Background: an optimization exercise with open tools, aiming at small area and few clock cycles per item. Do not read the settings as production practice.
The RTL was checked by simulation tests, not by an equivalence proof against the original design.
Power and IR drop assume default switching activity.

==> flow/design.v (outline; a module is shown in full before it is edited, if it fits) <==
// module scg_rom_fwd: 1180 lines
// module scg_rom_rev: 1180 lines
// module scg_front: 61 lines
// module scg_back: 883 lines
// module scg_booth: 16 lines
// module sine_cosine_generator: 139 lines
module sine_cosine_generator #(
  parameter int TABLE_BITS = 10,
  parameter int PHASE_BITS = 32
) (
  input  logic                                   clk,
  input  logic                                   rst,
  input  logic                                   item_valid,
  output logic                                   item_ready,
  input  logic                                   restart,
  output logic                                   result_valid,
  input  logic                                   result_ready,
  output logic signed [scg_pkg::SAMPLE_BITS-1:0] sine_value,
  output logic signed [scg_pkg::SAMPLE_BITS-1:0] cosine_value,
  output logic [scg_pkg::LENGTH_BITS-1:0]        sample_index,
  output logic                                   block_end,
  output logic                                   bad_frequency,
  input  logic                                   cfg_valid,
  output logic                                   cfg_ready,
  input  logic [scg_pkg::CFG_INDEX_BITS-1:0]     cfg_index,
  input  logic [scg_pkg::WORD_BITS-1:0]          cfg_data
);
  // ...
==> flow/flow/run.sh <==
#!/bin/bash
# Own flow: the standard layout, with the synthesis's final technology
# mapping run by a different ABC script (flow/abc.script). Everything before
# that mapping is the standard synthesis, so the registers (names and cell
# types) are the standard synthesis's; this is checked against a standard
# synthesis run, and the standard netlist is used if they differ.
set -euo pipefail
work=$PWD
res=$work/orfs/results/${FLOW_PLATFORM}/sine_cosine_generator/base

# Standard synthesis, kept apart for the register check.
bash standard.sh WORK_HOME=$work/orfs_std synth > synth_standard.log 2>&1
std=$work/orfs_std/results/${FLOW_PLATFORM}/sine_cosine_generator/base/1_2_yosys.v

# The same synthesis with another ABC script.
rm -rf $work/abc_scripts
cp -r "$FLOW_HOME/scripts" $work/abc_scripts
cp flow/abc.script $work/abc_scripts/abc_speed.script
cp flow/abc.script $work/abc_scripts/abc_area.script
bash standard.sh SCRIPTS_DIR=$work/abc_scripts synth > synth_custom.log 2>&1

flops() {
  grep -oE '^\s*sky130_fd_sc_hd__[a-z0-9_]+\s+\S+' "$1" | awk '{print $1, $2}' \
    | grep -E '__(dfxtp|edfxtp|dfrtp|dfstp|dfbbp|dfrbp|dfsbp|dfxbp|edfrtp|sdf|dlx|dlr|sdlc|dfrtn|edfrbp)' | sort
}
flops "$std" > flops_standard.txt
flops "$res/1_2_yosys.v" > flops_custom.txt
if ! cmp -s flops_standard.txt flops_custom.txt; then
  echo "register mismatch: using the standard synthesis" | tee register_check.log
  rm -rf $work/orfs
  bash standard.sh synth > synth_fallback.log 2>&1
else
  echo "registers match ($(wc -l < flops_custom.txt))" | tee register_check.log
fi

bash standard.sh finish > finish.log 2>&1
==> flow/flow/abc.script <==
strash
&get -n
&fraig -x
&put
scorr
dc2
strash
&get -n
&dch -f
&nf
&put
==> flow/standard.sh <==
#!/bin/bash
# synth_recipe.tcl (not shown) runs the flow's synth.tcl, then flattens the netlist and writes it again
# the make line also repeats each setting of config.mk as NAME=value (left out here)
make -C /OpenROAD-flow-scripts/flow DESIGN_CONFIG=/design/flow/config.mk WORK_HOME=/design/flow/orfs CLKGATE_MAP_FILE= SYNTH_SCRIPT=/design/flow/synth_recipe.tcl "${@:-finish}"
==> flow/config.mk <==
export PLATFORM = sky130hd
export DESIGN_NAME = sine_cosine_generator
export DESIGN_NICKNAME = sine_cosine_generator
export VERILOG_FILES = /design/flow/design.v
export SDC_FILE = /design/flow/constraint.sdc
export NUM_CORES = 4
export LEC_CHECK = 0
export CAP_MARGIN = 20
export CORE_MARGIN = 2
export CORE_UTILIZATION = 40
export PLACE_DENSITY = 0.6
export SLEW_MARGIN = 20
export SYNTH_MEMORY_MAX_BITS = 65536
==> flow/constraint.sdc <==
create_clock -name core_clock -period 7.0 [get_ports {clk}]
set_input_delay 1.4000 -clock core_clock [delete_from_list [all_inputs] [get_ports {clk}]]
set_output_delay 1.4000 -clock core_clock [all_outputs]
set_load 0.01 [all_outputs]
==> out/metrics.yaml, run 1 <==
worstSetupStartpointType: "flop"
buf_share_pct: 9.00
max_slew_margin_pct: 31.2
clk_latency_ps: 570
sequentialPower_mw: 2.19
io-pin-count: 110
cts_tree: "done"
io_buffer_count: 108
grt_max_degree: 78
synth_compound_area_share_pct: 22.0
cts.sinks: 263
cts_buffers: 34
post-route-period-util_pct: 96.0
holdPathStages: 2
multi_input_area_share_pct: 63.1
status: "finished clean"
rows: 103
crit_start: "u_front.use_offset$_SDFF_PP1_"
gp_congestion: 1.05
synth.area.top_cells: "fa_1 15%, edfxtp_1 11%, ha_1 11%, dfxtp_1 8.9%, xnor2_1 7.9%"
crit_path_top_delay_cell: "fa_1"
hold_path.class: "flop to flop"
ys_top_cells_by_count: "451 x clkinv_1, 421 x nand2_1, 373 x nor2_1"
dieArea_um2: 81800
clock_buffers: 48
mostFrequentLayoutCell: "clkinv_1"
fill_cells: 7900
antenna_cells: 0
syn-mean-instance-area_um2: 8.23
synth_top_family_by_area: "adder cells"
slowest_delay_ps: 550
inverters: 452
p_total_mw: 19.6
cts-htree-levels: 2
buffers: 397
p_sw_mw: 9.79
fin_nets: 4847
Testbench counts, summed over its fixed seeds: cycles 12,996, items 12,800.
==> run 2, diff against run 1 <==
--- a/flow/flow/run.sh
+++ b/flow/flow/run.sh
@@ -1,9 +1,11 @@
 #!/bin/bash
-# Own flow: the standard layout, with the synthesis's final technology
-# mapping run by a different ABC script (flow/abc.script). Everything before
-# that mapping is the standard synthesis, so the registers (names and cell
+# Own flow: the standard layout, with two changes to the synthesis's
+# technology mapping: the final ABC run uses flow/abc.script, and only full
+# adders (not half adders) are extracted as adder cells. Everything before
+# the mapping is the standard synthesis, so the registers (names and cell
 # types) are the standard synthesis's; this is checked against a standard
-# synthesis run, and the standard netlist is used if they differ.
+# synthesis run, and the standard netlist is used if they differ. The ports
+# are buffered with the smallest buffer cell.
 set -euo pipefail
 work=$PWD
 res=$work/orfs/results/${FLOW_PLATFORM}/sine_cosine_generator/base
@@ -12,11 +14,13 @@
 bash standard.sh WORK_HOME=$work/orfs_std synth > synth_standard.log 2>&1
 std=$work/orfs_std/results/${FLOW_PLATFORM}/sine_cosine_generator/base/1_2_yosys.v
 
-# The same synthesis with another ABC script.
+# The same synthesis with the changed mapping.
 rm -rf $work/abc_scripts
 cp -r "$FLOW_HOME/scripts" $work/abc_scripts
 cp flow/abc.script $work/abc_scripts/abc_speed.script
 cp flow/abc.script $work/abc_scripts/abc_area.script
+sed -i 's/^\(\s*\)extract_fa {\*}\[dont_use_extract_fa_args\]/\1extract_fa -fa {*}[dont_use_extract_fa_args]/' $work/abc_scripts/synth.tcl
+grep -n "extract_fa" $work/abc_scripts/synth.tcl > synth_changes.log || true
 bash standard.sh SCRIPTS_DIR=$work/abc_scripts synth > synth_custom.log 2>&1
 
 flops() {
@@ -33,4 +37,4 @@
   echo "registers match ($(wc -l < flops_custom.txt))" | tee register_check.log
 fi
 
-bash standard.sh finish > finish.log 2>&1
+bash standard.sh "BUFFER_PORTS_ARGS=-buffer_cell sky130_fd_sc_hd__buf_1" finish > finish.log 2>&1
--- a/flow/config.mk
+++ b/flow/config.mk
@@ -8,6 +8,9 @@
 export CAP_MARGIN = 20
 export CORE_MARGIN = 2
 export CORE_UTILIZATION = 40
+export CTS_BUF_LIST = sky130_fd_sc_hd__clkbuf_4 sky130_fd_sc_hd__clkbuf_8
+export CTS_CLUSTER_DIAMETER = 100
+export CTS_CLUSTER_SIZE = 16
 export PLACE_DENSITY = 0.6
 export SLEW_MARGIN = 20
 export SYNTH_MEMORY_MAX_BITS = 65536
==> run 2 against run 1 <==
Net effect: setup slack gained 51 ps; hold slack gained 3.2 ps; count of clock-buffer cells in the layout shrank 14; final area shrank 7.0%; global-route usage grew 2.5 points; register-to-register slack gained 50 ps; synthesized cell count shrank 0.34%; first-iteration DRC count grew 11%; maximum frequency grew 0.76%; via count grew 1.7%; combinational power is essentially flat; critical endpoint is now s1_fwd[14]$_DFFE_PP_.
==> out/metrics.yaml, run 2 <==
post-dp-hpwl_um: 96600  # was 90800 um
ys_types: 69  # was 60
root_buffer: "clkbuf_8"  # was clkbuf_16
via_per_inst: 6.07  # was 5.91
drc: 0  # unchanged
postLayoutCellArea_um2: 35500  # was 38200 um^2
synth.net_count: 4132  # was 4414
peakVddDrop_uv: 963  # was 757 uV
ant_nets: 0  # unchanged
crit_top_cell: "fa_1"  # was a21oi_1
internal_power_mw: 8.91  # was 9.77 mW
dieArea_um2: 77900  # was 81800 um^2
finalSetupTns_ps: 0  # unchanged
r2r-end: "s1_fwd[14]$_DFFE_PP_"  # was s1_rev[14]$_DFFE_PP_
via_count: 32300  # was 31700
r2r_cells: 23  # was 29
setup_viol: 0  # unchanged
cts_tree: "done"  # unchanged
place_area_um2: 34900  # was 36900 um^2
cp_data_required_time_ps: 7380  # was 7260 ps
cts.sinks: 263  # unchanged
first_pass_iters: 8  # was 6
cp-end-kind: "flop"  # unchanged
synth_edf_count: 121  # unchanged
mostFrequentLayoutCell: "nand2_1"  # was clkinv_1
io-pin-count: 110  # unchanged
synth.most_common_cell: "nand2_1"  # was clkinv_1
pwr-share-seq_pct: 11.5  # was 11.2%
grt_pass1_wl_um: 191000  # was 188000 um
status: "finished clean"  # unchanged
max_freq_mhz: 150  # was 149 MHz
synth_ff_type: "dfxtp_1"  # unchanged
netlist_area_um2: 30300  # was 31800 um^2
p_per_area_nw_per_um2: 525  # was 512 nW/um^2
yosysTopAreaCellShare_pct: 15.9  # was 15.2%
regMostFlops: "cfg"  # unchanged
crit_path_top_delay_cell: "a32oi_1"  # was fa_1
maxCapViolations: 0  # unchanged
grt_max_degree: 93  # was 78
swShare_pct: 52.3  # was 50.0%
ys_top_cells_by_count: "593 x nand2_1, 428 x nor2_1, 331 x xnor2_1"  # was 451 x clkinv_1, 421 x nand2_1, 373 x nor2_1
synth_top_area_cell: "fa_1"  # unchanged
grt_pass1_vias: 31000  # was 31200
antenna_found_initial: 3  # was 0
ys_ff_latch: 263  # unchanged
hold_violations: 0  # unchanged
clk_latency_ps: 640  # was 570 ps
path_clk_slew_ps: 110  # was 60 ps
cp_max_fo: 39  # was 15
largest_reg_flops: 105  # unchanged
initial_core_util_pct: 40.5  # was 40.3%
yosys_warnings: 5  # unchanged
synth.area.top_cells: "fa_1 16%, edfxtp_1 12%, xnor2_1 9.6%, dfxtp_1 9.4%, nand2_1 7.4%"  # was fa_1 15%, edfxtp_1 11%, ha_1 11%, dfxtp_1 8.9%, xnor2_1 7.9%
yosysSeqAreaShare_pct: 21.4  # was 20.4%
io_buffer_count: 108  # unchanged
worst_pin_slew_ps: 1110  # was 1030 ps
chipWidth_um: 279  # was 286 um
rows: 100  # was 103
wl_per_cell_um: 23.8  # was 22.7 um
reg_top3: "cfg: 105 flops, u_front.phase_acc: 32 flops"  # unchanged
drive_gt1_share_pct: 10.7  # was 10.1%
fin_nets: 4615  # was 4847
synth_async_sr_flop_share_pct: 0  # unchanged
period_needed_ps: 6670  # was 6720 ps
core_um2: 74700  # was 78900 um^2
hold_path.class: "flop to flop"  # unchanged
worstSetupStartpointType: "flop"  # unchanged
cts_buffers: 23  # was 34
crit_start: "u_front.use_offset$_SDFF_PP1_"  # unchanged
post-route-period-util_pct: 95.3  # was 96.0%
syn-mean-instance-area_um2: 7.86  # was 8.23 um^2
slowest_delay_ps: 690  # was 550 ps
r2r_setup_slack_ps: 330  # was 280 ps
r2r-start: "u_front.use_offset$_SDFF_PP1_"  # unchanged
grt.overflow.total: 0  # unchanged
path_class: "flop to flop"  # unchanged
leakage_nw: 12.5  # was 14.4 nW
p_sw_mw: 9.77  # was 9.79 mW
worstSetupEndpoint: "s1_fwd[14]$_DFFE_PP_"  # was s1_rev[14]$_DFFE_PP_
p_total_mw: 18.7  # was 19.6 mW
area_delta_synth_final_pct: 17.4  # was 20.2%
cts-htree-levels: 1  # was 2
drt_wl_total_um: 126000  # was 122000 um
whs_ps: 457  # was 454 ps
max_slew_margin_pct: 25.6  # was 31.2%
gp_congestion: 1.07  # was 1.05
globalRouteTotalUtil_pct: 31.8  # was 29.3%
arrival_ps: 7050  # was 6980 ps
worstPathCellList: "buf_4, mux2i_4, buf_12, nor2_1, buf_4, a221oi_1, a31oi_1, a32oi_1, nand2b_1, fa_1, fa_1, fa_1, clkinv_1, fa_1, nand2b_1, o211ai_1, a21oi_1, o31ai_1, nand2b_1, a31oi_1, o21ai_0, nor3_1, xor2_1"
clock_power_share_pct: 5.5  # was 9.0%
rsz0062_at_grt: "false"
comb_power_share_pct: 83.0  # was 79.9%
clk_path_buf_depth: 3  # unchanged
drt_iter0_markers: 3578  # was 3213
drv_slew: 0  # unchanged
skew_ps: 31.7  # was 41.8 ps
syn_inst: 3850  # was 3863
final_cell_mix: "591 x nand2_1, 425 x nor2_1, 339 x buf_4, 320 x xnor2_1, 314 x a21oi_1"  # was 439 x clkinv_1, 418 x nand2_1, 366 x nor2_1, 343 x a21oi_1, 279 x xnor2_1
dieHeight_um: 279  # was 286 um
-- run 2: cell types whose count changed in the layout (fill, tap and decap cells not counted), moves of 41 or more --
| cell | previous run | this run |
|---|---|---|
| buf_1 | 0 | 107 |
| buf_4 | 274 | 339 |
| clkdlybuf4s50_1 | 107 | 0 |
| clkinv_1 | 439 | 240 |
| ha_1 | 262 | 0 |
| nand2_1 | 418 | 591 |
| nand2b_1 | 16 | 62 |
| nor2_1 | 366 | 425 |
| xnor2_1 | 279 | 320 |
| xor2_1 | 92 | 136 |
-- run 2: per-stage QoR --
stage	util, %	worst slack, ps	std cells
6_report	47.6	330	5319
5_1_grt	47.6	9.99	5319
4_1_cts	47.5	253	5310
3_5_place_dp	46.8	277	5269
3_3_place_gp	46.8	302	5269
2_1_floorplan	-	-541	3850
-- run 2: final cells by class --
type / count / area (um^2)
clock inverters: 7 / 100
flip-flops and latches: 263 / 6480
fillers: 7627 / 39100
multi-input cells: 3342 / 23200
repair buffers: 459 / 3190
inverters: 244 / 922
clock buffers: 34 / 412
well taps: 969 / 1210
diodes: 1 / 2.50
-- run 2: worst min path at each step --
| stage | endpoint | depth (start not counted) | slack [ps] | start |
|---|---|---|---|---|
| 2_1_floorplan | cfg[50]$_SDFFE_PP0P_ | 2 | 430 | cfg[50]$_SDFFE_PP0P_ |
| 3_3_place_gp | cfg[53]$_SDFFE_PP0P_ | 2 | 440 | cfg[53]$_SDFFE_PP0P_ |
| 3_5_place_dp | cfg[53]$_SDFFE_PP0P_ | 2 | 440 | cfg[53]$_SDFFE_PP0P_ |
| 4_1_cts | cfg[53]$_SDFFE_PP0P_ | 2 | 460 | cfg[53]$_SDFFE_PP0P_ |
| 5_1_grt | u_front.phase_acc[6]$_SDFFE_PP0P_ | 2 | 480 | u_front.phase_acc[6]$_SDFFE_PP0P_ |
| 6_report | cfg[43]$_SDFFE_PP0P_ | 2 | 460 | cfg[43]$_SDFFE_PP0P_ |
-- run 2: routing by layer --
metal	wire length (um)	GRT usage, %	part of all wire [%]	up-vias
met5	42	0	0.033	-
met4	7380	15.8	5.8	2
li1	-	-	-	14700
met1	52200	42.0	41	15600
met3	9240	3.88	7.3	414
met2	57500	51.3	45	1503
-- run 2: cell families (layout without fill, tap and decap cells) --
logic type / count (synthesis) / count (layout) / synth area share (%)
adder cells (fa/ha/maj): 249 / 249 / 16.2
AO/OA/AOI/OAI: 1145 / 1145 / 23.1
buffers and inverters: 245 / 744 / 3.05
XOR/XNOR: 475 / 475 / 13.7
multiplexers: 68 / 68 / 2.32
flip-flops: 263 / 263 / 21.4
AND/OR/NAND/NOR: 1404 / 1404 / 20.2
other: 1 / 2 / 0.0124
-- run 2: worst max-delay path, delay by kind of cell, from the launching register on --
family	cells	cell delay, ps
buffers and inverters	4	820
xor gates and xnor gates	1	170
adders and majority gates	4	1760
AOI/OAI and AO/OA	8	1850
and+or+nand+nor	5	770
muxes	1	510
DFF	1	490
-- run 2: power by group through the flow --
stage / Clock (mW) / Sequential, mW / Combinational (mW)
4_1_cts: 1.06 / 2.15 / 15.6
2_1_floorplan: 0 / 2.20 / 12.1
6_report: 1.03 / 2.14 / 15.5
3_5_place_dp: 0 / 2.18 / 15.5
5_1_grt: 1.11 / 2.16 / 17.5
3_3_place_gp: 0 / 2.18 / 15.3
-- run 2: what timing repair did --
item / 4_1_cts / 5_1_grt
hold buffers: 0 / 0
endpoints found under the hold margin: 0 / 0
resized for setup: 0 / 4
setup endpoints to repair: 0 / 10
setup buffers: 0 / 8
==> run 3, diff against run 2 <==
--- a/flow/config.mk
+++ b/flow/config.mk
@@ -9,8 +9,6 @@
 export CORE_MARGIN = 2
 export CORE_UTILIZATION = 40
 export CTS_BUF_LIST = sky130_fd_sc_hd__clkbuf_4 sky130_fd_sc_hd__clkbuf_8
-export CTS_CLUSTER_DIAMETER = 100
-export CTS_CLUSTER_SIZE = 16
 export PLACE_DENSITY = 0.6
 export SLEW_MARGIN = 20
 export SYNTH_MEMORY_MAX_BITS = 65536
==> run 3 against run 2 <==
Net effect: still clean on timing, DRC and antenna; critical path depth up 1; cell count up 0.90%; setup slack better by 67 ps; global-route usage up 0.29 points; power up 3.1%; clock skew up 32 ps; register-to-register slack better by 70 ps; sequential power about the same; routed wire length up 0.72%; combinational power about the same; utilization up 0.72 points; flip-flop and latch count unchanged; largest power group unchanged.
==> out/metrics.yaml, run 3 <==
status: "finished clean"  # unchanged
synthMuxAreaShare_pct: 2.32  # unchanged
pwr-share-seq_pct: 11.2  # was 11.5%
worstSetupEndpoint: "s1_fwd[14]$_DFFE_PP_"  # unchanged
grt_pass1_wl_um: 192000  # was 191000 um
period_needed_ps: 6600  # was 6670 ps
path_class: "flop to flop"  # unchanged
worst_pin_slew_ps: 1140  # was 1110 ps
yosysSeqAreaShare_pct: 21.4  # unchanged
finalSetupTns_ps: 0  # unchanged
yosys_warnings: 5  # unchanged
clk_latency_ps: 680  # was 640 ps
post-dp-hpwl_um: 96600  # unchanged
dieArea_um2: 77900  # unchanged
synth.net_count: 4132  # unchanged
synth.most_common_cell: "nand2_1"  # unchanged
postLayoutCellArea_um2: 36100  # was 35500 um^2
ys_top_cells_by_count: "593 x nand2_1, 428 x nor2_1, 331 x xnor2_1"  # unchanged
dieHeight_um: 279  # unchanged
drive_gt1_share_pct: 11.6  # was 10.7%
yosysTopAreaCellShare_pct: 15.9  # unchanged
syn-mean-instance-area_um2: 7.86  # unchanged
synthSimpleGateAreaFrac_pct: 20.2  # unchanged
worstSetupStartpointType: "flop"  # unchanged
initial_core_util_pct: 40.5  # unchanged
hold_buffers: 0  # unchanged
syn_inst: 3850  # unchanged
globalRouteTotalUtil_pct: 32.1  # was 31.8%
drv_slew: 0  # unchanged
cts-htree-levels: 2  # was 1
fill_cells: 7573  # was 7627
core_um2: 74700  # unchanged
r2r_cells: 24  # was 23
reg_top3: "cfg: 105 flops, u_front.phase_acc: 32 flops"  # unchanged
wl_per_cell_um: 23.7  # was 23.8 um
final_cell_mix: "591 x nand2_1, 426 x nor2_1, 338 x buf_4, 320 x xnor2_1, 314 x a21oi_1"  # was 591 x nand2_1, 425 x nor2_1, 339 x buf_4, 320 x xnor2_1, 314 x a21oi_1
hold_violations: 0  # unchanged
cts.sinks: 263  # unchanged
drt_wl_total_um: 127000  # was 126000 um
rows: 100  # unchanged
synth_xor_area_share_pct: 13.7  # unchanged
leakage_nw: 12.8  # was 12.5 nW
clk_path_buf_depth: 3  # unchanged
maxCapViolations: 0  # unchanged
post-route-period-util_pct: 94.3  # was 95.3%
cts_tree: "done"  # unchanged
r2r_setup_slack_ps: 400  # was 330 ps
ant_nets: 0  # unchanged
holdPathStages: 2  # unchanged
synth_edf_count: 121  # unchanged
p_total_mw: 19.3  # was 18.7 mW
synth.area.top_cells: "fa_1 16%, edfxtp_1 12%, xnor2_1 9.6%, dfxtp_1 9.4%, nand2_1 7.4%"  # unchanged
root_buffer: "clkbuf_8"  # unchanged
io_buffer_count: 108  # unchanged
p_per_area_nw_per_um2: 534  # was 525 nW/um^2
cp_data_required_time_ps: 7410  # was 7380 ps
max_freq_mhz: 151  # was 150 MHz
synth_async_sr_flop_share_pct: 0  # unchanged
grt_pass1_vias: 31300  # was 31000
via_per_inst: 6.04  # was 6.07
r2r-end: "s1_fwd[14]$_DFFE_PP_"  # unchanged
largest_reg_flops: 105  # unchanged
via_count: 32400  # was 32300
io-pin-count: 110  # unchanged
grt_max_degree: 93  # unchanged
gp_congestion: 1.07  # unchanged
synth_compound_area_share_pct: 23.1  # unchanged
fin_nets: 4639  # was 4615
synthAdderAreaFrac_pct: 16.2  # unchanged
netlist_area_um2: 30300  # unchanged
max_slew_margin_pct: 23.7  # was 25.6%
path_clk_slew_ps: 60  # was 110 ps
cp-end-kind: "flop"  # unchanged
drt_iter0_markers: 3717  # was 3578
crit_start: "u_front.use_offset$_SDFF_PP1_"  # unchanged
r2r-start: "u_front.use_offset$_SDFF_PP1_"  # unchanged
synth_ff_type: "dfxtp_1"  # unchanged
ys_types: 69  # unchanged
ys_ff_latch: 263  # unchanged
antenna_found_initial: 3  # unchanged
drc: 0  # unchanged
regMostFlops: "cfg"  # unchanged
arrival_ps: 7010  # was 7050 ps
comb_power_share_pct: 80.5  # was 83.0%
peakVddDrop_uv: 965  # was 963 uV
synth_top_area_cell: "fa_1"  # unchanged
cp_max_fo: 39  # unchanged
hold_path.class: "flop to flop"  # unchanged
place_area_um2: 34900  # unchanged
internal_power_mw: 9.35  # was 8.91 mW
p_sw_mw: 9.91  # was 9.77 mW
skew_ps: 63.7  # was 31.7 ps
clock_power_share_pct: 8.4  # was 5.5%
setup_viol: 0  # unchanged
area_delta_synth_final_pct: 19.2  # was 17.4%
synth_top_family_by_area: "compound AO/OA/AOI/OAI gates"  # unchanged
grt.overflow.total: 0  # unchanged
chipWidth_um: 279  # unchanged
first_pass_iters: 8  # unchanged
cts_buffers: 48  # was 23
swShare_pct: 51.4  # was 52.3%
mostFrequentLayoutCell: "nand2_1"  # unchanged
run 3: cell counts after synthesis:
Identical to the previous run, type by type.
run 3: power groups by stage:
stage / registers (mW) / logic [mW] / clock network, mW
after floorplan: 2.20 / 12.1 / 0
after global placement: 2.18 / 15.3 / 0
after detailed placement: 2.18 / 15.5 / 0
after CTS: 2.15 / 15.6 / 1.65
after global routing: 2.16 / 17.5 / 1.72
final: 2.15 / 15.5 / 1.61
run 3: critical path, cell delays in order, from the launching register on:
cell	delay (ps)
dfxtp_4	490
mux2i_4	570
buf_12	330
nand2_1	160
a21oi_1	380
nand2_1	240
nand2_1	230
o21ai_0	120
a31oi_1	180
buf_4	230
or2_0	160
fa_1	440
fa_1	450
fa_1	490
clkinv_1	120
fa_1	390
nand2b_1	150
o211ai_1	90
a21oi_1	110
o31ai_1	260
nand2b_1	140
a31oi_1	100
o21ai_0	220
nor3_1	90
xor2_1	170
run 3: cell families after synthesis:
logic type / count (synthesis)
buffers and inverters: 245
other: 1
AO/OA/AOI/OAI: 1145
AND/OR/NAND/NOR: 1404
adder cells (fa/ha/maj): 249
XOR/XNOR: 475
multiplexers: 68
flip-flops: 263
run 3: how the worst min path moves through the flow:
stage                                            from                           endpoint  slack [ps]
floorplan                        cfg[50]$_SDFFE_PP0P_               cfg[50]$_SDFFE_PP0P_         430
global placement                 cfg[53]$_SDFFE_PP0P_               cfg[53]$_SDFFE_PP0P_         440
detailed placement               cfg[53]$_SDFFE_PP0P_               cfg[53]$_SDFFE_PP0P_         440
CTS                              cfg[53]$_SDFFE_PP0P_               cfg[53]$_SDFFE_PP0P_         450
global route        u_front.phase_acc[6]$_SDFFE_PP0P_  u_front.phase_acc[6]$_SDFFE_PP0P_         470
finish                           cfg[43]$_SDFFE_PP0P_               cfg[43]$_SDFFE_PP0P_         450
run 3: per-layer routing:
layer | global-route usage (%) | share of wire (%) | routed length [um]
met4 | 16.3 | 6.0 | 7620
met5 | 0 | 0 | 0
met1 | 42.1 | 41 | 52200
met3 | 4.76 | 8.0 | 10100
met2 | 51.4 | 45 | 57400
run 3: repair_timing:
action,CTS,global route
resized for setup,0,6
setup buffers,0,7
setup endpoints to repair,0,10
run 3: layout make-up:
type	count	area, um^2	area share (%)
antenna	1	2.50	0.00693
clock buffer	72	897	2.49
clock inverter	18	148	0.409
inverter	244	922	2.56
multi-input combinational	3342	23200	64.4
sequential	263	6480	18.0
tap	969	1210	3.36
timing repair buffer	458	3180	8.81
run 3: per-stage QoR:
stage / worst slack (ps) / hold WS [ps] / std cells / util [%]
final: 397 / 451 / 5367 / 48.3
after global routing: -10.2 / 469 / 5367 / 48.3
after CTS: 258 / 451 / 5359 / 48.2
after detailed placement: 277 / 443 / 5269 / 46.8
after global placement: 302 / 440 / 5269 / 46.8
after floorplan: -541 / 425 / 3850 / -
==> run 4, diff against run 3 <==
--- a/flow/config.mk
+++ b/flow/config.mk
@@ -8,7 +8,9 @@
 export CAP_MARGIN = 20
 export CORE_MARGIN = 2
 export CORE_UTILIZATION = 40
-export CTS_BUF_LIST = sky130_fd_sc_hd__clkbuf_4 sky130_fd_sc_hd__clkbuf_8
+export CTS_BUF_LIST = sky130_fd_sc_hd__clkbuf_8 sky130_fd_sc_hd__clkbuf_16
+export CTS_CLUSTER_DIAMETER = 80
+export CTS_CLUSTER_SIZE = 20
 export PLACE_DENSITY = 0.6
 export SLEW_MARGIN = 20
 export SYNTH_MEMORY_MAX_BITS = 65536
==> run 4 against run 3 <==
Net effect: flip-flop and latch count stayed put; hold slack better by 2.9 ps; count of clock-buffer cells in the layout is 48 lower; clock power is 18% lower; routed wire length is 0.85% lower; critical path type unchanged; critical endpoint is now s1_rev[14]$_DFFE_PP_.
==> out/metrics.yaml, run 4 <==
min_from: "cfg[43]$_SDFFE_PP0P_"  # unchanged
whs_ps: 454  # was 451 ps
worst_pin_slew_ps: 1070  # was 1140 ps
cp_max_fo: 18  # was 39
mostFrequentLayoutCell: "nand2_1"  # unchanged
hold_buffers: 0  # unchanged
whs_endpoint: "cfg[43]$_SDFFE_PP0P_"  # unchanged
reg_top3: "cfg: 105 flops, u_front.phase_acc: 32 flops"  # unchanged
skew_ps: 23.1  # was 63.7 ps
cts-htree-levels: 1  # was 2
place_inst: 5269  # unchanged
crit_path_top_delay_cell: "nor3_1"  # was mux2i_4
p_sw_mw: 9.85  # was 9.91 mW
r2r-start: "u_front.use_offset$_SDFF_PP1_"  # unchanged
core_um2: 74700  # unchanged
via_count: 32100  # was 32400
fin_nets: 4614  # was 4639
via_per_inst: 6.04  # about the same
r2r_setup_slack_ps: 420  # was 400 ps
dieHeight_um: 279  # unchanged
worstPathCellList: "mux2i_4, buf_4, nor2_1, nand2_1, nor3_1, o22ai_1, o31ai_1, o311ai_0, o22ai_1, buf_4, fa_1, xor2_1, fa_1, nand3b_1, fa_1, a21oi_1, o21ai_0, o21ai_0, maj3_1, nand2_1, o2bb2ai_1, o2111ai_1, xor2_1"  # was mux2i_4, buf_12, nand2_1, a21oi_1, nand2_1, nand2_1, o21ai_0, a31oi_1, buf_4, or2_0, fa_1, fa_1, fa_1, clkinv_1, fa_1, nand2b_1, o211ai_1, a21oi_1, o31ai_1, nand2b_1, a31oi_1, o21ai_0, nor3_1, xor2_1
peakVddDrop_uv: 964  # was 965 uV
rsz0062_at_grt: "false"
yosys_warnings: 5  # unchanged
initial_core_util_pct: 40.5  # unchanged
clk_path_buf_depth: 3  # unchanged
p_total_mw: 19.0  # was 19.3 mW
place_area_um2: 34900  # unchanged
yosysTopAreaCellShare_pct: 15.9  # unchanged
largest_reg_flops: 105  # unchanged
post-route-period-util_pct: 94.1  # was 94.3%
globalRouteTotalUtil_pct: 31.7  # was 32.1%
status: "finished clean"  # unchanged
io-pin-count: 110  # unchanged
cts_buffers: 22  # was 48
synth_top_area_cell: "fa_1"  # unchanged
ys_top_cells_by_count: "593 x nand2_1, 428 x nor2_1, 331 x xnor2_1"  # unchanged
cts.sinks: 263  # unchanged
postLayoutCellArea_um2: 35800  # was 36100 um^2
pwr-share-seq_pct: 11.3  # was 11.2%
ys_ff_latch: 263  # unchanged
dieArea_um2: 77900  # unchanged
stdcell_count: 5316  # was 5367
crit_family: "compound AO/OA/AOI/OAI gates"  # was adder cells
gp_congestion: 1.07  # unchanged
setup_viol: 0  # unchanged
crit_top_cell: "fa_1"  # unchanged
grt_pass1_wl_um: 191000  # was 192000 um
cp_data_required_time_ps: 7320  # was 7410 ps
post-route-util_pct: 47.9  # was 48.3%
post-dp-hpwl_um: 96600  # unchanged
synth.most_common_cell: "nand2_1"  # unchanged
leakage_nw: 12.6  # was 12.8 nW
r2r_cells: 23  # was 24
ys_types: 69  # unchanged
maxCapViolations: 0  # unchanged
grt_max_degree: 93  # unchanged
rows: 100  # unchanged
ant_nets: 0  # unchanged
r2r-end: "s1_rev[14]$_DFFE_PP_"  # was s1_fwd[14]$_DFFE_PP_
io_buffer_count: 108  # unchanged
ff_latch_area_um2: 6480  # unchanged
drv_slew: 0  # unchanged
antenna_found_initial: 2  # was 3
synth_edf_count: 121  # unchanged
drc: 0  # unchanged
syn_inst: 3850  # unchanged
antenna_cells: 0  # was 1
cts_tree: "done"  # unchanged
period_needed_ps: 6580  # was 6600 ps
path_class: "flop to flop"  # unchanged
grt.overflow.total: 0  # unchanged
max_freq_mhz: 152  # was 151 MHz
area_delta_synth_final_pct: 18.2  # was 19.2%
clock_power_share_pct: 6.9  # was 8.4%
multi_input_area_um2: 23200  # about the same
final_cell_mix: "591 x nand2_1, 426 x nor2_1, 339 x buf_4, 320 x xnor2_1, 314 x a21oi_1"  # was 591 x nand2_1, 426 x nor2_1, 338 x buf_4, 320 x xnor2_1, 314 x a21oi_1
first_pass_iters: 6  # was 8
synth.net_count: 4132  # unchanged
wl_per_cell_um: 23.7  # about the same
grt_pass1_vias: 31000  # was 31300
drt_iter0_markers: 3438  # was 3717
hold_path.class: "flop to flop"  # unchanged
synth_ff_type: "dfxtp_1"  # unchanged
clk_latency_ps: 580  # was 680 ps
arrival_ps: 6910  # was 7010 ps
swShare_pct: 52.0  # was 51.4%
p_per_area_nw_per_um2: 530  # was 534 nW/um^2
internal_power_mw: 9.11  # was 9.35 mW
root_buffer: "clkbuf_16"  # was clkbuf_8
holdPathStages: 2  # unchanged
synth_async_sr_flop_share_pct: 0  # unchanged
synth.area.top_cells: "fa_1 16%, edfxtp_1 12%, xnor2_1 9.6%, dfxtp_1 9.4%, nand2_1 7.4%"  # unchanged
path_buf_inv: 2  # was 3
netlist_area_um2: 30300  # unchanged
comb_power_share_pct: 81.7  # was 80.5%
worstSetupStartpointType: "flop"  # unchanged
fill_cells: 7597  # was 7573
cp-end-kind: "flop"  # unchanged
chipWidth_um: 279  # unchanged
drt_wl_total_um: 126000  # was 127000 um
drive_gt1_share_pct: 10.5  # was 11.6%
yosysSeqAreaShare_pct: 21.4  # unchanged
slowest_delay_ps: 820  # was 570 ps
regMostFlops: "cfg"  # unchanged
syn-mean-instance-area_um2: 7.86  # unchanged
max_slew_margin_pct: 28.8  # was 23.7%
hold_violations: 0  # unchanged
path_clk_slew_ps: 90  # was 60 ps
run 4: cell counts after synthesis:
No cell type changed its count.
run 4: cell families after synthesis:
family / share of synthesized area [%]
simple gates: 20.2
compound gates: 23.1
xor+xnor: 13.7
flops: 21.4
fa+ha+maj: 16.2
buf+inv: 3.05
mux: 2.32
other cells: 0.0124
run 4: through the flow:
step                      setup WS (ps)  setup TNS (ps)
after floorplan                    -541           -3790
after global placement              302               0
after detailed placement            277               0
after CTS                           256               0
after global routing               7.66               0
final                               415               0
run 4: worst register-to-register path: stages, from the launching register on:
cell and delay [ps]:
dfxtp_4 430, mux2i_4 270, buf_4 250, nor2_1 220, nand2_1 270, nor3_1 820, o22ai_1 170, o31ai_1 260
o311ai_0 180, o22ai_1 290, buf_4 180, fa_1 460, xor2_1 190, fa_1 510, nand3b_1 130, fa_1 460
a21oi_1 120, o21ai_0 130, o21ai_0 170, maj3_1 210, nand2_1 60, o2bb2ai_1 240, o2111ai_1 150, xor2_1 170
run 4: power by group through the flow:
stage	logic, mW	registers [mW]	clock network [mW]
final	15.5	2.14	1.32
after detailed placement	15.5	2.18	0
after global routing	17.5	2.16	1.40
after global placement	15.3	2.18	0
after CTS	15.6	2.15	1.34
after floorplan	12.1	2.20	0
run 4: how the worst max path moves through the flow:
stage	start	to	slack, ps	depth (start not counted)
final	u_front.use_offset$_SDFF_PP1_	s1_rev[14]$_DFFE_PP_	420	23
after global routing	u_front.use_offset$_SDFF_PP1_	u_front.phase_acc[31]$_SDFFE_PP0P_	8	21
after CTS	u_front.use_offset$_SDFF_PP1_	s1_fwd[14]$_DFFE_PP_	260	25
after detailed placement	u_front.use_offset$_SDFF_PP1_	s1_fwd[14]$_DFFE_PP_	280	25
after global placement	u_front.use_offset$_SDFF_PP1_	s1_fwd[14]$_DFFE_PP_	300	25
after floorplan	s1_quad[0]$_DFFE_PP_	cosine_value[18]$_SDFFCE_PP0P_	-540	18
run 4: area by class of cell:
cell class	instances	share of cell area, %
Sequential cell	263	18.1
Inverter	244	2.58
Timing Repair Buffer	459	8.91
Clock inverter	15	0.451
Clock buffer	24	1.62
Multi-Input combinational cell	3342	64.9
Tap cell	969	3.39
run 4: per-layer routing:
metal	vias up	global-route usage, %	wire length, um
met2	1497	51.2	57100
met3	408	4.07	9440
met5	-	0	18
met4	2	16.0	7670
met1	15500	41.8	52000
li1	14700	-	-
run 4: timing repair:
action                     CTS  global route
gates resized for setup      0             4
setup endpoints to repair    0             9
setup buffers                0             8
==> run 5, diff against run 4 <==
--- a/flow/config.mk
+++ b/flow/config.mk
@@ -7,10 +7,10 @@
 export LEC_CHECK = 0
 export CAP_MARGIN = 20
 export CORE_MARGIN = 2
-export CORE_UTILIZATION = 40
+export CORE_UTILIZATION = 45
 export CTS_BUF_LIST = sky130_fd_sc_hd__clkbuf_8 sky130_fd_sc_hd__clkbuf_16
-export CTS_CLUSTER_DIAMETER = 80
-export CTS_CLUSTER_SIZE = 20
-export PLACE_DENSITY = 0.6
+export CTS_CLUSTER_DIAMETER = 70
+export CTS_CLUSTER_SIZE = 24
+export PLACE_DENSITY = 0.65
 export SLEW_MARGIN = 20
 export SYNTH_MEMORY_MAX_BITS = 65536
==> run 5 against run 4 <==
Net effect: still clean; routed wire length up 0.37%; final area fell by 0.50%; non-clock buffer count shrank 9; via count up 0.51%; die area is 11% lower; critical path depth up 2; maximum frequency decreased by 2.9%; count of clock-buffer cells in the layout decreased by 1; clock skew decreased by 3.2 ps; synthesized area unchanged; synthesized cell count unchanged; flip-flop and latch count did not move; critical endpoint unchanged.
==> out/metrics.yaml, run 5 <==
area_delta_synth_final_pct: 17.6  # was 18.2%
drt_wl_total_um: 127000  # was 126000 um
io-pin-count: 110  # unchanged
drv_slew: 0  # unchanged
core_um2: 66900  # was 74700 um^2
regMostFlops: "cfg"  # unchanged
yosysTopAreaCellShare_pct: 15.9  # unchanged
skew_ps: 19.9  # was 23.1 ps
cp-end-kind: "flop"  # unchanged
place_area_um2: 34700  # was 34900 um^2
synth.area.top_cells: "fa_1 16%, edfxtp_1 12%, xnor2_1 9.6%, dfxtp_1 9.4%, nand2_1 7.4%"  # unchanged
leakage_nw: 12.5  # was 12.6 nW
gp_congestion: 1.04  # was 1.07
p_per_area_nw_per_um2: 542  # was 530 nW/um^2
reg_top3: "cfg: 105 flops, u_front.phase_acc: 32 flops"  # unchanged
chipWidth_um: 263  # was 279 um
worst_pin_slew_ps: 1090  # was 1070 ps
hold_buffers: 0  # unchanged
clk_path_buf_depth: 3  # unchanged
syn-mean-instance-area_um2: 7.86  # unchanged
ys_top_cells_by_count: "593 x nand2_1, 428 x nor2_1, 331 x xnor2_1"  # unchanged
grt_pass1_vias: 31500  # was 31000
hold_path.class: "flop to flop"  # unchanged
r2r-start: "u_front.use_offset$_SDFF_PP1_"  # unchanged
io_buffer_count: 108  # unchanged
clk_latency_ps: 580  # about the same
yosysSeqAreaShare_pct: 21.4  # unchanged
hold_violations: 0  # unchanged
synth.most_common_cell: "nand2_1"  # unchanged
fin_nets: 4606  # was 4614
cts_buffers: 23  # was 22
globalRouteTotalUtil_pct: 35.9  # was 31.7%
initial_core_util_pct: 45.2  # was 40.5%
drive_gt1_share_pct: 10.4  # was 10.5%
synth_top_area_cell: "fa_1"  # unchanged
antenna_cells: 0  # unchanged
largest_reg_flops: 105  # unchanged
grt.overflow.total: 0  # unchanged
cts-htree-levels: 1  # unchanged
drc: 0  # unchanged
crit_start: "u_front.use_offset$_SDFF_PP1_"  # unchanged
synth_edf_count: 121  # unchanged
post-dp-hpwl_um: 95900  # was 96600 um
ant_nets: 0  # unchanged
max_slew_margin_pct: 27.2  # was 28.8%
r2r_setup_slack_ps: 220  # was 420 ps
final_cell_mix: "591 x nand2_1, 425 x nor2_1, 332 x buf_4, 320 x xnor2_1, 314 x a21oi_1"  # was 591 x nand2_1, 426 x nor2_1, 339 x buf_4, 320 x xnor2_1, 314 x a21oi_1
dieHeight_um: 263  # was 279 um
r2r-end: "s1_rev[14]$_DFFE_PP_"  # unchanged
status: "finished clean"  # unchanged
root_buffer: "clkbuf_16"  # unchanged
cp_data_required_time_ps: 7320  # about the same
worstSetupEndpoint: "s1_rev[14]$_DFFE_PP_"  # unchanged
grt_pass1_wl_um: 192000  # was 191000 um
first_pass_iters: 7  # was 6
rsz0062_at_grt: "false"  # unchanged
netlist_area_um2: 30300  # unchanged
ys_types: 69  # unchanged
wl_per_cell_um: 24.3  # was 23.7 um
period_needed_ps: 6780  # was 6580 ps
synth_ff_type: "dfxtp_1"  # unchanged
crit_path_top_delay_cell: "fa_1"  # was nor3_1
cts_tree: "done"  # unchanged
finalSetupTns_ps: 0  # unchanged
syn_inst: 3850  # unchanged
via_per_inst: 6.19  # was 6.04
path_class: "flop to flop"  # unchanged
via_count: 32300  # was 32100
post-route-period-util_pct: 96.9  # was 94.1%
slowest_delay_ps: 600  # was 820 ps
worstSetupStartpointType: "flop"  # unchanged
max_freq_mhz: 147  # was 152 MHz
grt_max_degree: 83  # was 93
peakVddDrop_uv: 1090  # was 964 uV
cts.sinks: 263  # unchanged
dieArea_um2: 69400  # was 77900 um^2
setup_viol: 0  # unchanged
maxCapViolations: 0  # unchanged
ys_ff_latch: 263  # unchanged
mostFrequentLayoutCell: "nand2_1"  # unchanged
yosys_warnings: 5  # unchanged
postLayoutCellArea_um2: 35600  # was 35800 um^2
synth_async_sr_flop_share_pct: 0  # unchanged
path_clk_slew_ps: 90  # about the same
antenna_found_initial: 2  # unchanged
crit_top_cell: "nor2_1"  # was fa_1
drt_iter0_markers: 3443  # was 3438
r2r_cells: 25  # was 23
rows: 95  # was 100
arrival_ps: 7100  # was 6910 ps
synth.net_count: 4132  # unchanged
cp_max_fo: 14  # was 18
[run 5: stage by stage]
step	setup slack (ps)	total power [mW]	cells	utilization [%]	hold WS, ps
2_1_floorplan	-541	14.3	3850	-	425
3_3_place_gp	250	17.6	5163	51.9	437
3_5_place_dp	253	17.8	5163	51.9	443
4_1_cts	220	19.3	5205	53.1	456
5_1_grt	12.2	21.3	5214	53.2	479
6_report	218	19.3	5214	53.2	454
[run 5: worst min path at each step]
stage	from	to	slack [ps]	cells past startpoint
after floorplan	cfg[50]$_SDFFE_PP0P_	cfg[50]$_SDFFE_PP0P_	430	2
after global routing	cfg[72]$_SDFFE_PP0P_	cfg[72]$_SDFFE_PP0P_	480	2
after global placement	u_front.phase_acc[6]$_SDFFE_PP0P_	u_front.phase_acc[6]$_SDFFE_PP0P_	440	2
final	cfg[42]$_SDFFE_PP0P_	cfg[42]$_SDFFE_PP0P_	450	2
after CTS	cfg[42]$_SDFFE_PP0P_	cfg[42]$_SDFFE_PP0P_	460	2
after detailed placement	u_front.phase_acc[6]$_SDFFE_PP0P_	u_front.phase_acc[6]$_SDFFE_PP0P_	440	2
[run 5: kinds of logic after synthesis]
kind of cell | share of synthesized area [%]
AOI/OAI and AO/OA | 23.1
xor gates and xnor gates | 13.7
buffers and inverters | 3.05
DFF | 21.4
and+or+nand+nor | 20.2
muxes | 2.32
other | 0.0124
adders and majority gates | 16.2
[run 5: final cells by class]
class	count	area, um^2
Timing Repair Buffer	450	3090
Clock buffer	23	576
Inverter	244	922
Tap cell	873	1090
Clock inverter	19	198
Sequential cell	263	6480
Fill cell	6633	31300
Multi-Input combinational cell	3342	23200
[run 5: power by group]
group | switching, mW | internal, mW | total, mW
sequential | 0.105 | 2.03 | 2.13
clock | 0.696 | 0.645 | 1.34
combinational | 9.27 | 6.54 | 15.8
total | 10.1 | 9.22 | 19.3
[run 5: per-layer routing]
metal	vias to the layer above	part of all wire, %	wire length, um	track usage [%]
li1	14700	-	-	-
met1	15500	41	51600	47.3
met2	1612	44	56300	56.2
met3	449	8.2	10400	5.49
met4	4	6.6	8360	20.4
met5	-	0.022	28	0
[run 5: timing repair]
action                                  4_1_cts  5_1_grt
endpoints found under the setup margin        0        5
resized for setup                             0        4
buffers inserted                              0        8
[run 5: worst max-delay path, delay by kind of cell, from the launching register on]
family	cells	cell delay [ps]
compound gates	10	2250
xor+xnor	1	170
fa+ha+maj	4	1800
buf+inv	1	200
flops	1	460
mux	1	470
simple gates	8	1140
==> run 6, diff against run 5 <==
--- a/flow/config.mk
+++ b/flow/config.mk
@@ -9,8 +9,8 @@
 export CORE_MARGIN = 2
 export CORE_UTILIZATION = 45
 export CTS_BUF_LIST = sky130_fd_sc_hd__clkbuf_8 sky130_fd_sc_hd__clkbuf_16
-export CTS_CLUSTER_DIAMETER = 70
-export CTS_CLUSTER_SIZE = 24
+export CTS_CLUSTER_DIAMETER = 80
+export CTS_CLUSTER_SIZE = 20
 export PLACE_DENSITY = 0.65
 export SLEW_MARGIN = 20
 export SYNTH_MEMORY_MAX_BITS = 65536
==> run 6 against run 5 <==
Net effect: final area down 0.28%; hold slack better by 0.53 ps; count of clock-buffer cells in the layout fell by 2; die area did not move; power decreased by 0.83%; maximum frequency up 1.5%; synthesized area unchanged; global-route usage is essentially flat; via count grew 0.52%; register-to-register slack better by 98 ps; first-iteration DRC count grew 0.73%.
==> out/metrics.yaml, run 6 <==
status: "finished clean"  # unchanged
initial_core_util_pct: 45.2  # unchanged
synth_top_area_cell: "fa_1"  # unchanged
synth_edf_count: 121  # unchanged
ant_nets: 0  # unchanged
syn_inst: 3850  # unchanged
yosysTopAreaCellShare_pct: 15.9  # unchanged
swShare_pct: 52.2  # about the same
pwr-share-seq_pct: 11.1  # about the same
globalRouteTotalUtil_pct: 35.9  # about the same
grt.overflow.total: 0  # unchanged
ys_types: 69  # unchanged
grt_pass1_wl_um: 192000  # about the same
io_buffer_count: 108  # unchanged
cts_tree: "done"  # unchanged
grt_max_degree: 83  # unchanged
clk_path_buf_depth: 3  # unchanged
comb_power_share_pct: 82.4  # was 82.0%
peakVddDrop_uv: 1090  # about the same
chipWidth_um: 263  # unchanged
p_sw_mw: 9.98  # was 10.1 mW
multi_input_area_um2: 23200  # unchanged
hold_path.class: "flop to flop"  # unchanged
regMostFlops: "cfg"  # unchanged
p_per_area_nw_per_um2: 539  # was 542 nW/um^2
drt_iter0_markers: 3468  # was 3443
dieHeight_um: 263  # unchanged
hold_buffers: 0  # unchanged
drive_gt1_share_pct: 10.3  # was 10.4%
worst_pin_slew_ps: 1110  # was 1090 ps
clock_power_share_pct: 6.5  # was 7.0%
internal_power_mw: 9.15  # was 9.22 mW
core_um2: 66900  # unchanged
arrival_ps: 6970  # was 7100 ps
antenna_found_initial: 2  # unchanged
via_per_inst: 6.23  # was 6.19
crit_path_top_delay_cell: "mux2i_1"  # was fa_1
hold_violations: 0  # unchanged
skew_ps: 18.7  # was 19.9 ps
gp_congestion: 1.04  # unchanged
slowest_delay_ps: 840  # was 600 ps
dieArea_um2: 69400  # unchanged
path_buf_inv: 3  # was 1
ff_latch_area_um2: 6480  # unchanged
cts.sinks: 263  # unchanged
drt_wl_total_um: 126000  # was 127000 um
fin_nets: 4604  # was 4606
yosys_warnings: 5  # unchanged
path_clk_slew_ps: 80  # was 90 ps
fill_cells: 6657  # was 6633
syn-mean-instance-area_um2: 7.86  # unchanged
netlist_area_um2: 30300  # unchanged
synth.net_count: 4132  # unchanged
post-route-util_pct: 53.0  # was 53.2%
crit_family: "adder cells"  # was compound AO/OA/AOI/OAI gates
ys_ff_latch: 263  # unchanged
io-pin-count: 110  # unchanged
rsz0062_at_grt: "false"  # unchanged
worstSetupStartpointType: "flop"  # unchanged
mostFrequentLayoutCell: "nand2_1"  # unchanged
period_needed_ps: 6680  # was 6780 ps
cp_data_required_time_ps: 7280  # was 7320 ps
leakage_nw: 12.5  # about the same
root_buffer: "clkbuf_16"  # unchanged
drv_slew: 0  # unchanged
grt_pass1_vias: 31500  # about the same
max_slew_margin_pct: 25.7  # was 27.2%
wl_per_cell_um: 24.3  # about the same
maxCapViolations: 0  # unchanged
synth.most_common_cell: "nand2_1"  # unchanged
drc: 0  # unchanged
via_count: 32500  # was 32300
rows: 95  # unchanged
first_pass_iters: 6  # was 7
synth_ff_type: "dfxtp_1"  # unchanged
cts_buffers: 21  # was 23
antenna_cells: 0  # unchanged
yosysSeqAreaShare_pct: 21.4  # unchanged
cp-end-kind: "flop"  # unchanged
area_delta_synth_final_pct: 17.2  # was 17.6%
crit_top_cell: "fa_1"  # was nor2_1
post-dp-hpwl_um: 95900  # unchanged
post-route-period-util_pct: 95.5  # was 96.9%
synth.area.top_cells: "fa_1 16%, edfxtp_1 12%, xnor2_1 9.6%, dfxtp_1 9.4%, nand2_1 7.4%"  # unchanged
max_freq_mhz: 150  # was 147 MHz
largest_reg_flops: 105  # unchanged
whs_ps: 455  # was 454 ps
synth_async_sr_flop_share_pct: 0  # unchanged
ys_top_cells_by_count: "593 x nand2_1, 428 x nor2_1, 331 x xnor2_1"  # unchanged
path_class: "flop to flop"  # unchanged
setup_viol: 0  # unchanged
reg_top3: "cfg: 105 flops, u_front.phase_acc: 32 flops"  # unchanged
worstPathCellList: "buf_4, mux2i_1, o22ai_1, xnor2_1, fa_1, clkinv_1, fa_1, clkinv_1, fa_1, fa_1, xnor2_1, nor3b_1, a41oi_2, a211oi_1, or3_4, nand3_1, o211a_1, o21ai_2, a311oi_2, xnor2_1, nor2_1"
cts-htree-levels: 1  # unchanged
cp_max_fo: 12  # was 14
final_cell_mix: "591 x nand2_1, 425 x nor2_1, 332 x buf_4, 320 x xnor2_1, 314 x a21oi_1"  # unchanged
clk_latency_ps: 570  # was 580 ps
[run 6: cell count changes in the layout (fill, tap and decap cells not counted)]
cell | before | now
clkinv_4 | 1 | 0
clkinv_1 | 242 | 240
clkinvlp_2 | 2 | 0
inv_1 | 1 | 6
inv_12 | 1 | 2
clkinv_8 | 3 | 1
clkinv_2 | 4 | 3
inv_16 | 2 | 1
clkbuf_16 | 23 | 21
[run 6: per-stage QoR]
stage	power (mW)	TNS, ps	setup slack [ps]	cells	cell area (um^2)
global route	21.2	0	22.7	5209	35500
detailed placement	17.8	0	253	5163	34700
finish	19.1	0	316	5209	35500
CTS	19.2	0	234	5200	35400
floorplan	14.3	-3790	-541	3850	30500
global placement	17.6	0	250	5163	34700
[run 6: cell type report]
cell class                      instances  share of cell area (%)
Multi-Input combinational cell       3342                    65.5
Sequential cell                       263                    18.3
Timing Repair Buffer                  450                    8.71
Tap cell                              873                    3.08
Inverter                              244                    2.60
Clock buffer                           21                    1.48
Clock inverter                         16                   0.420
[run 6: kinds of logic after synthesis]
| group | after synthesis | synth area share [%] |
|---|---|---|
| flip-flops | 263 | 21.4 |
| XOR/XNOR | 475 | 13.7 |
| multiplexers | 68 | 2.32 |
| buffers and inverters | 245 | 3.05 |
| adder cells (fa/ha/maj) | 249 | 16.2 |
| AND/OR/NAND/NOR | 1404 | 20.2 |
| AO/OA/AOI/OAI | 1145 | 23.1 |
| other | 1 | 0.0124 |
[run 6: worst paths after layout]
kind	from	endpoint	slack, ps	cells past startpoint
worst min register to register	cfg[42]$_SDFFE_PP0P_	cfg[42]$_SDFFE_PP0P_	450	2
worst min-delay path	cfg[42]$_SDFFE_PP0P_	cfg[42]$_SDFFE_PP0P_	450	2
worst max-delay path	s1_quad[0]$_DFFE_PP_	cosine_value[19]$_SDFFCE_PP0P_	320	21
worst max register to register	s1_quad[0]$_DFFE_PP_	cosine_value[19]$_SDFFCE_PP0P_	320	21
[run 6: what timing repair did]
| item | CTS | global route |
|---|---|---|
| endpoints found under the setup margin | 0 | 5 |
| setup buffers | 0 | 8 |
| gates resized for setup | 0 | 4 |
[run 6: power groups by stage]
stage	combinational (mW)	sequential (mW)	clock (mW)
floorplan	12.1	2.20	0
finish	15.8	2.13	1.24
detailed placement	15.7	2.17	0
global route	17.7	2.15	1.32
CTS	15.8	2.13	1.27
global placement	15.5	2.16	0
[run 6: metal layers]
metal  wire length (um)  track usage [%]
met4               8700             20.4
met5                 28                0
met1              51200             47.4
met2              55900             56.0
met3              10700             5.55
[run 6: tightest hold or removal path, stage by stage, from the launching register on]
cell	delay, ps
dfxtp_1	310
nand2_1	50
a21oi_1	50
==> run 7, diff against run 6 <==
--- a/flow/flow/run.sh
+++ b/flow/flow/run.sh
@@ -37,4 +37,4 @@
   echo "registers match ($(wc -l < flops_custom.txt))" | tee register_check.log
 fi
 
-bash standard.sh "BUFFER_PORTS_ARGS=-buffer_cell sky130_fd_sc_hd__buf_1" finish > finish.log 2>&1
+bash standard.sh "BUFFER_PORTS_ARGS=-buffer_cell sky130_fd_sc_hd__buf_1" RECOVER_POWER=100 finish > finish.log 2>&1
==> run 7 against run 6 <==
Net effect: now fails the layout checks on max-capacitance violations, max-slew violations; clock skew decreased by 1.6 ps; hold slack hardly changed; via count fell by 0.63%; clock power about the same; utilization decreased by 0.11 points; cell count stayed put; global-route usage stayed put; first-iteration DRC count decreased by 0.69%; maximum frequency is essentially flat.
==> out/metrics.yaml, run 7 <==
gp_congestion: 1.04  # unchanged
fin_ws_ps: 316  # about the same
synth.most_common_cell: "nand2_1"  # unchanged
hold_buffers: 0  # unchanged
yosysTopAreaCellShare_pct: 15.9  # unchanged
initial_core_util_pct: 45.2  # unchanged
period_needed_ps: 6680  # about the same
p_total_mw: 18.9  # was 19.1 mW
core_um2: 66900  # unchanged
dieArea_um2: 69400  # unchanged
peakVddDrop_uv: 1060  # was 1090 uV
final_cell_mix: "592 x nand2_1, 425 x nor2_1, 320 x xnor2_1, 316 x a21oi_1, 314 x buf_4"  # was 591 x nand2_1, 425 x nor2_1, 332 x buf_4, 320 x xnor2_1, 314 x a21oi_1
cp_data_required_time_ps: 7290  # was 7280 ps
crit_top_cell: "fa_1"  # unchanged
maxCapViolations: 5  # was 0
cts_tree: "done"  # unchanged
drc: 0  # unchanged
area_delta_synth_final_pct: 17.0  # was 17.2%
grt.overflow.total: 0  # unchanged
ant_nets: 0  # unchanged
slowest_delay_ps: 850  # was 840 ps
leakage_nw: 12.5  # about the same
arrival_ps: 6970  # about the same
fill_cells: 6677  # was 6657
io-pin-count: 110  # unchanged
crit_path_top_delay_cell: "mux2i_1"  # unchanged
cts.sinks: 263  # unchanged
chipWidth_um: 263  # unchanged
path_clk_slew_ps: 80  # about the same
reg_top3: "cfg: 105 flops, u_front.phase_acc: 32 flops"  # unchanged
clk_latency_ps: 560  # was 570 ps
synth.area.top_cells: "fa_1 16%, edfxtp_1 12%, xnor2_1 9.6%, dfxtp_1 9.4%, nand2_1 7.4%"  # unchanged
ys_top_cells_by_count: "593 x nand2_1, 428 x nor2_1, 331 x xnor2_1"  # unchanged
clk_path_buf_depth: 3  # unchanged
cts_buffers: 21  # unchanged
dieHeight_um: 263  # unchanged
synth_async_sr_flop_share_pct: 0  # unchanged
syn-mean-instance-area_um2: 7.86  # unchanged
synth_top_area_cell: "fa_1"  # unchanged
cp-end-kind: "flop"  # unchanged
antenna_cells: 0  # unchanged
regMostFlops: "cfg"  # unchanged
cp_max_fo: 12  # unchanged
netlist_area_um2: 30300  # unchanged
root_buffer: "clkbuf_16"  # unchanged
worstSetupStartpointType: "flop"  # unchanged
yosysSeqAreaShare_pct: 21.4  # unchanged
status: "failed layout checks"  # was finished clean
synth_ff_type: "dfxtp_1"  # unchanged
via_count: 32300  # was 32500
drt_wl_total_um: 126000  # about the same
p_per_area_nw_per_um2: 535  # was 539 nW/um^2
synth.net_count: 4132  # unchanged
worst_pin_slew_ps: 2780  # was 1110 ps
crit_family: "adder cells"  # unchanged
largest_reg_flops: 105  # unchanged
grt_pass1_wl_um: 192000  # unchanged
first_pass_iters: 8  # was 6
worstPathCellList: "buf_4, mux2i_1, o22ai_1, xnor2_1, fa_1, clkinv_1, fa_1, clkinv_1, fa_1, fa_1, xnor2_1, nor3b_1, a41oi_2, a211oi_1, or3_4, nand3_1, o211a_1, o21ai_2, a311oi_2, xnor2_1, nor2_1"  # unchanged
wl_per_cell_um: 24.3  # about the same
ys_ff_latch: 263  # unchanged
syn_inst: 3850  # unchanged
path_buf_inv: 3  # unchanged
via_per_inst: 6.19  # was 6.23
max_slew_margin_pct: -85.0  # was 25.7%
post-dp-hpwl_um: 95900  # unchanged
drt_iter0_markers: 3444  # was 3468
globalRouteTotalUtil_pct: 35.9  # unchanged
max_freq_mhz: 150  # about the same
post-route-period-util_pct: 95.5  # about the same
yosys_warnings: 5  # unchanged
skew_ps: 17.1  # was 18.7 ps
hold_path.class: "flop to flop"  # unchanged
post-route-util_pct: 52.9  # was 53.0%
fin_nets: 4604  # unchanged
rows: 95  # unchanged
cts-htree-levels: 1  # unchanged
drive_gt1_share_pct: 9.85  # was 10.3%
synth_edf_count: 121  # unchanged
drv_slew: 295  # was 0
post-place-ws_ps: 253  # unchanged
hold_violations: 0  # unchanged
antenna_found_initial: 2  # unchanged
so_faults: "max-capacitance violations, max-slew violations"
grt_pass1_vias: 31500  # unchanged
setup_viol: 0  # unchanged
rsz0062_at_grt: "false"  # unchanged
grt_max_degree: 83  # unchanged
io_buffer_count: 108  # unchanged
path_class: "flop to flop"  # unchanged
ys_types: 69  # unchanged
mostFrequentLayoutCell: "nand2_1"  # unchanged
==> run 7: cell counts after synthesis <==
No cell type changed its count.
==> run 7: final timing paths <==
check | cells past startpoint | slack [ps] | to | startpoint
hold / removal | 2 | 460 | cfg[42]$_SDFFE_PP0P_ | cfg[42]$_SDFFE_PP0P_
setup / recovery | 21 | 320 | cosine_value[19]$_SDFFCE_PP0P_ | s1_quad[0]$_DFFE_PP_
hold reg to reg | 2 | 460 | cfg[42]$_SDFFE_PP0P_ | cfg[42]$_SDFFE_PP0P_
setup reg to reg | 21 | 320 | cosine_value[19]$_SDFFCE_PP0P_ | s1_quad[0]$_DFFE_PP_
==> run 7: timing repair <==
action / CTS / global route
setup endpoints to repair: 0 / 5
gates resized for setup: 0 / 4
setup buffers: 0 / 8
==> run 7: cell families after synthesis <==
logic type | share of synthesized area [%]
flip-flops | 21.4
AND/OR/NAND/NOR | 20.2
other | 0.0124
buffers and inverters | 3.05
multiplexers | 2.32
adder cells (fa/ha/maj) | 16.2
AO/OA/AOI/OAI | 23.1
XOR/XNOR | 13.7
==> run 7: worst min-delay path, stage by stage (launching register included) <==
cell     delay [ps]
dfxtp_1         310
nand2_1          50
a21oi_1          50
==> run 7: metrics by stage <==
step / hold WS (ps) / cell area [um^2] / cells / setup TNS (ps)
after floorplan: 425 / 30500 / 3850 / -3790
after global placement: 437 / 34700 / 5163 / 0
after detailed placement: 443 / 34700 / 5163 / 0
after CTS: 456 / 35400 / 5200 / 0
after global routing: 478 / 35400 / 5209 / 0
final: 455 / 35400 / 5209 / 0
==> run 7: metal layers <==
| metal | global-route usage (%) | share of wire, % | vias up |
|---|---|---|---|
| li1 | - | - | 14700 |
| met1 | 47.4 | 40 | 15400 |
| met5 | 0 | 0.022 | - |
| met4 | 20.4 | 6.7 | 4 |
| met2 | 56.0 | 44 | 1625 |
| met3 | 5.55 | 8.5 | 467 |
==> run 7: layout make-up <==
type	count	area [um^2]	share of cell area [%]
timing repair buffer	450	3050	8.60
clock buffer	21	526	1.48
tap	873	1090	3.08
multi-input combinational	3342	23200	65.5
clock inverter	16	149	0.420
inverter	244	920	2.60
sequential	263	6480	18.3
==> run 7: power breakdown <==
group	switching (mW)	leakage, nW	total (mW)	internal [mW]
Sequential	0.105	2.31	2.13	2.03
Combinational	9.14	9.80	15.6	6.43
Clock	0.656	0.352	1.24	0.583
Total	9.90	12.5	18.9	9.04
==> run 8, diff against run 7 <==
--- a/flow/flow/run.sh
+++ b/flow/flow/run.sh
@@ -37,4 +37,4 @@
   echo "registers match ($(wc -l < flops_custom.txt))" | tee register_check.log
 fi
 
-bash standard.sh "BUFFER_PORTS_ARGS=-buffer_cell sky130_fd_sc_hd__buf_1" RECOVER_POWER=100 finish > finish.log 2>&1
+bash standard.sh "BUFFER_PORTS_ARGS=-buffer_cell sky130_fd_sc_hd__buf_1" RECOVER_POWER=50 finish > finish.log 2>&1
==> run 8 against run 7 <==
Net effect: the layout still fails its checks (max-capacitance violations, max-slew violations); combinational power about the same; via count up 0.59%; maximum frequency up 0.16%.
==> out/metrics.yaml, run 8 <==
largest_reg_flops: 105  # unchanged
grt_pass1_wl_um: 192000  # unchanged
synth.net_count: 4132  # unchanged
worstSetupStartpointType: "flop"  # unchanged
hold_violations: 0  # unchanged
via_per_inst: 6.23  # was 6.19
leakage_nw: 12.5  # about the same
fin_ws_ps: 327  # was 316 ps
ys_types: 69  # unchanged
clk_latency_ps: 560  # about the same
max_slew_margin_pct: -85.2  # was -85.0%
arrival_ps: 6960  # was 6970 ps
drc: 0  # unchanged
worst_pin_slew_ps: 2780  # about the same
drive_gt1_share_pct: 10.2  # was 9.85%
maxCapViolations: 3  # was 5
grt.overflow.total: 0  # unchanged
antenna_found_initial: 2  # unchanged
first_pass_iters: 6  # was 8
final_cell_mix: "591 x nand2_1, 425 x nor2_1, 331 x buf_4, 320 x xnor2_1, 314 x a21oi_1"  # was 592 x nand2_1, 425 x nor2_1, 320 x xnor2_1, 316 x a21oi_1, 314 x buf_4
rsz0062_at_grt: "false"  # unchanged
post-dp-hpwl_um: 95900  # unchanged
path_class: "flop to flop"  # unchanged
yosysTopAreaCellShare_pct: 15.9  # unchanged
synth_ff_type: "dfxtp_1"  # unchanged
cp_max_fo: 12  # unchanged
ys_ff_latch: 263  # unchanged
ant_nets: 0  # unchanged
syn_inst: 3850  # unchanged
hold_buffers: 0  # unchanged
yosysSeqAreaShare_pct: 21.4  # unchanged
wl_per_cell_um: 24.3  # about the same
slowest_delay_ps: 830  # was 850 ps
via_count: 32400  # was 32300
path_buf_inv: 3  # unchanged
cts_buffers: 21  # unchanged
regMostFlops: "cfg"  # unchanged
syn-mean-instance-area_um2: 7.86  # unchanged
crit_top_cell: "fa_1"  # unchanged
io-pin-count: 110  # unchanged
cp-end-kind: "flop"  # unchanged
cts.sinks: 263  # unchanged
drt_wl_total_um: 127000  # was 126000 um
rows: 95  # unchanged
chipWidth_um: 263  # unchanged
cp_data_required_time_ps: 7290  # about the same
dieHeight_um: 263  # unchanged
drt_iter0_markers: 3349  # was 3444
synth_async_sr_flop_share_pct: 0  # unchanged
synth.most_common_cell: "nand2_1"  # unchanged
status: "failed layout checks"  # unchanged
gp_congestion: 1.04  # unchanged
area_delta_synth_final_pct: 17.2  # was 17.0%
mostFrequentLayoutCell: "nand2_1"  # unchanged
skew_ps: 18.0  # was 17.1 ps
clk_path_buf_depth: 3  # unchanged
initial_core_util_pct: 45.2  # unchanged
antenna_cells: 0  # unchanged
period_needed_ps: 6670  # was 6680 ps
dieArea_um2: 69400  # unchanged
netlist_area_um2: 30300  # unchanged
so_faults: "max-capacitance violations, max-slew violations"  # unchanged
drv_slew: 174  # was 295
core_um2: 66900  # unchanged
crit_family: "adder cells"  # unchanged
cts_tree: "done"  # unchanged
cts-htree-levels: 1  # unchanged
yosys_warnings: 5  # unchanged
peakVddDrop_uv: 1080  # was 1060 uV
root_buffer: "clkbuf_16"  # unchanged
worstPathCellList: "buf_4, mux2i_1, o22ai_1, xnor2_1, fa_1, clkinv_1, fa_1, clkinv_1, fa_1, fa_1, xnor2_1, nor3b_1, a41oi_2, a211oi_1, or3_4, nand3_1, o211a_1, o21ai_2, a311oi_2, xnor2_1, nor2_1"  # unchanged
==> run 8: cell counts after synthesis <==
Identical to the previous run, type by type.
==> run 8: kinds of logic (layout without fill, tap and decap cells) <==
family                     count (synthesis)  in the layout  synth area share (%)
AOI/OAI and AO/OA                       1145           1145                  23.1
xor gates and xnor gates                 475            475                  13.7
buffers and inverters                    245            731                  3.05
and+or+nand+nor                         1404           1404                  20.2
adders and majority gates                249            249                  16.2
muxes                                     68             68                  2.32
other                                      1              1                0.0124
DFF                                      263            263                  21.4
==> run 8: cell type report <==
cell class / instances / area (um^2)
Clock buffer: 21 / 526
Clock inverter: 16 / 149
Fill cell: 6660 / 31400
Inverter: 244 / 922
Multi-Input combinational cell: 3342 / 23200
Sequential cell: 263 / 6480
Tap cell: 873 / 1090
Timing Repair Buffer: 450 / 3090
==> run 8: timing repair <==
action	in CTS	in global routing
setup endpoints to repair	0	5
buffers inserted	0	8
resized for setup	0	4
==> run 8: path summary, 6_finish.rpt <==
kind / slack (ps) / depth (start not counted) / endpoint / start
max: 330 / 21 / cosine_value[19]$_SDFFCE_PP0P_ / s1_quad[0]$_DFFE_PP_
min: 450 / 2 / cfg[42]$_SDFFE_PP0P_ / cfg[42]$_SDFFE_PP0P_
max reg2reg: 330 / 21 / cosine_value[19]$_SDFFCE_PP0P_ / s1_quad[0]$_DFFE_PP_
min reg2reg: 450 / 2 / cfg[42]$_SDFFE_PP0P_ / cfg[42]$_SDFFE_PP0P_
==> run 8: power by group <==
group          switching, mW  leakage, nW  total (mW)  internal, mW
Sequential             0.104         2.31        2.13          2.03
Clock                  0.653        0.352        1.24         0.583
Combinational           9.22         9.84        15.8          6.54
Total                   9.98         12.5        19.1          9.15
==> run 8: stage by stage <==
step	instances	util (%)	power (mW)	instance area, um^2
floorplan	3850	-	14.3	30500
global placement	5163	51.9	17.6	34700
global route	5209	53.0	21.2	35500
detailed placement	5163	51.9	17.8	34700
finish	5209	53.0	19.1	35500
CTS	5200	52.9	19.2	35400
==> run 8: worst register-to-register path, stage by stage (launching register included) <==
cell      delay (ps)
edfxtp_1         530
buf_4            340
mux2i_1          830
o22ai_1          200
xnor2_1          190
fa_1             520
clkinv_1         100
fa_1             430
clkinv_1          80
fa_1             440
fa_1             610
xnor2_1          110
nor3b_1          350
a41oi_2          200
a211oi_1         290
or3_4            200
nand3_1          110
o211a_1          270
o21ai_2          230
a311oi_2         140
xnor2_1          160
nor2_1            60
==> run 8: layer usage <==
| layer | GRT usage [%] | vias up | routed length (um) |
|---|---|---|---|
| met4 | 20.4 | 4 | 8530 |
| met2 | 56.0 | 1710 | 56000 |
| li1 | - | 14700 | - |
| met1 | 47.4 | 15500 | 51400 |
| met5 | 0 | - | 28 |
| met3 | 5.55 | 489 | 10600 |

Setup slack of run 8, layout unchanged: 0.327 ns with ideal ports, 0.327 ns with driving cells assumed (clock clkbuf_16, inputs buf_2), 0.327 ns with port delays also shifted by the 0.614 ns mid clock arrival.
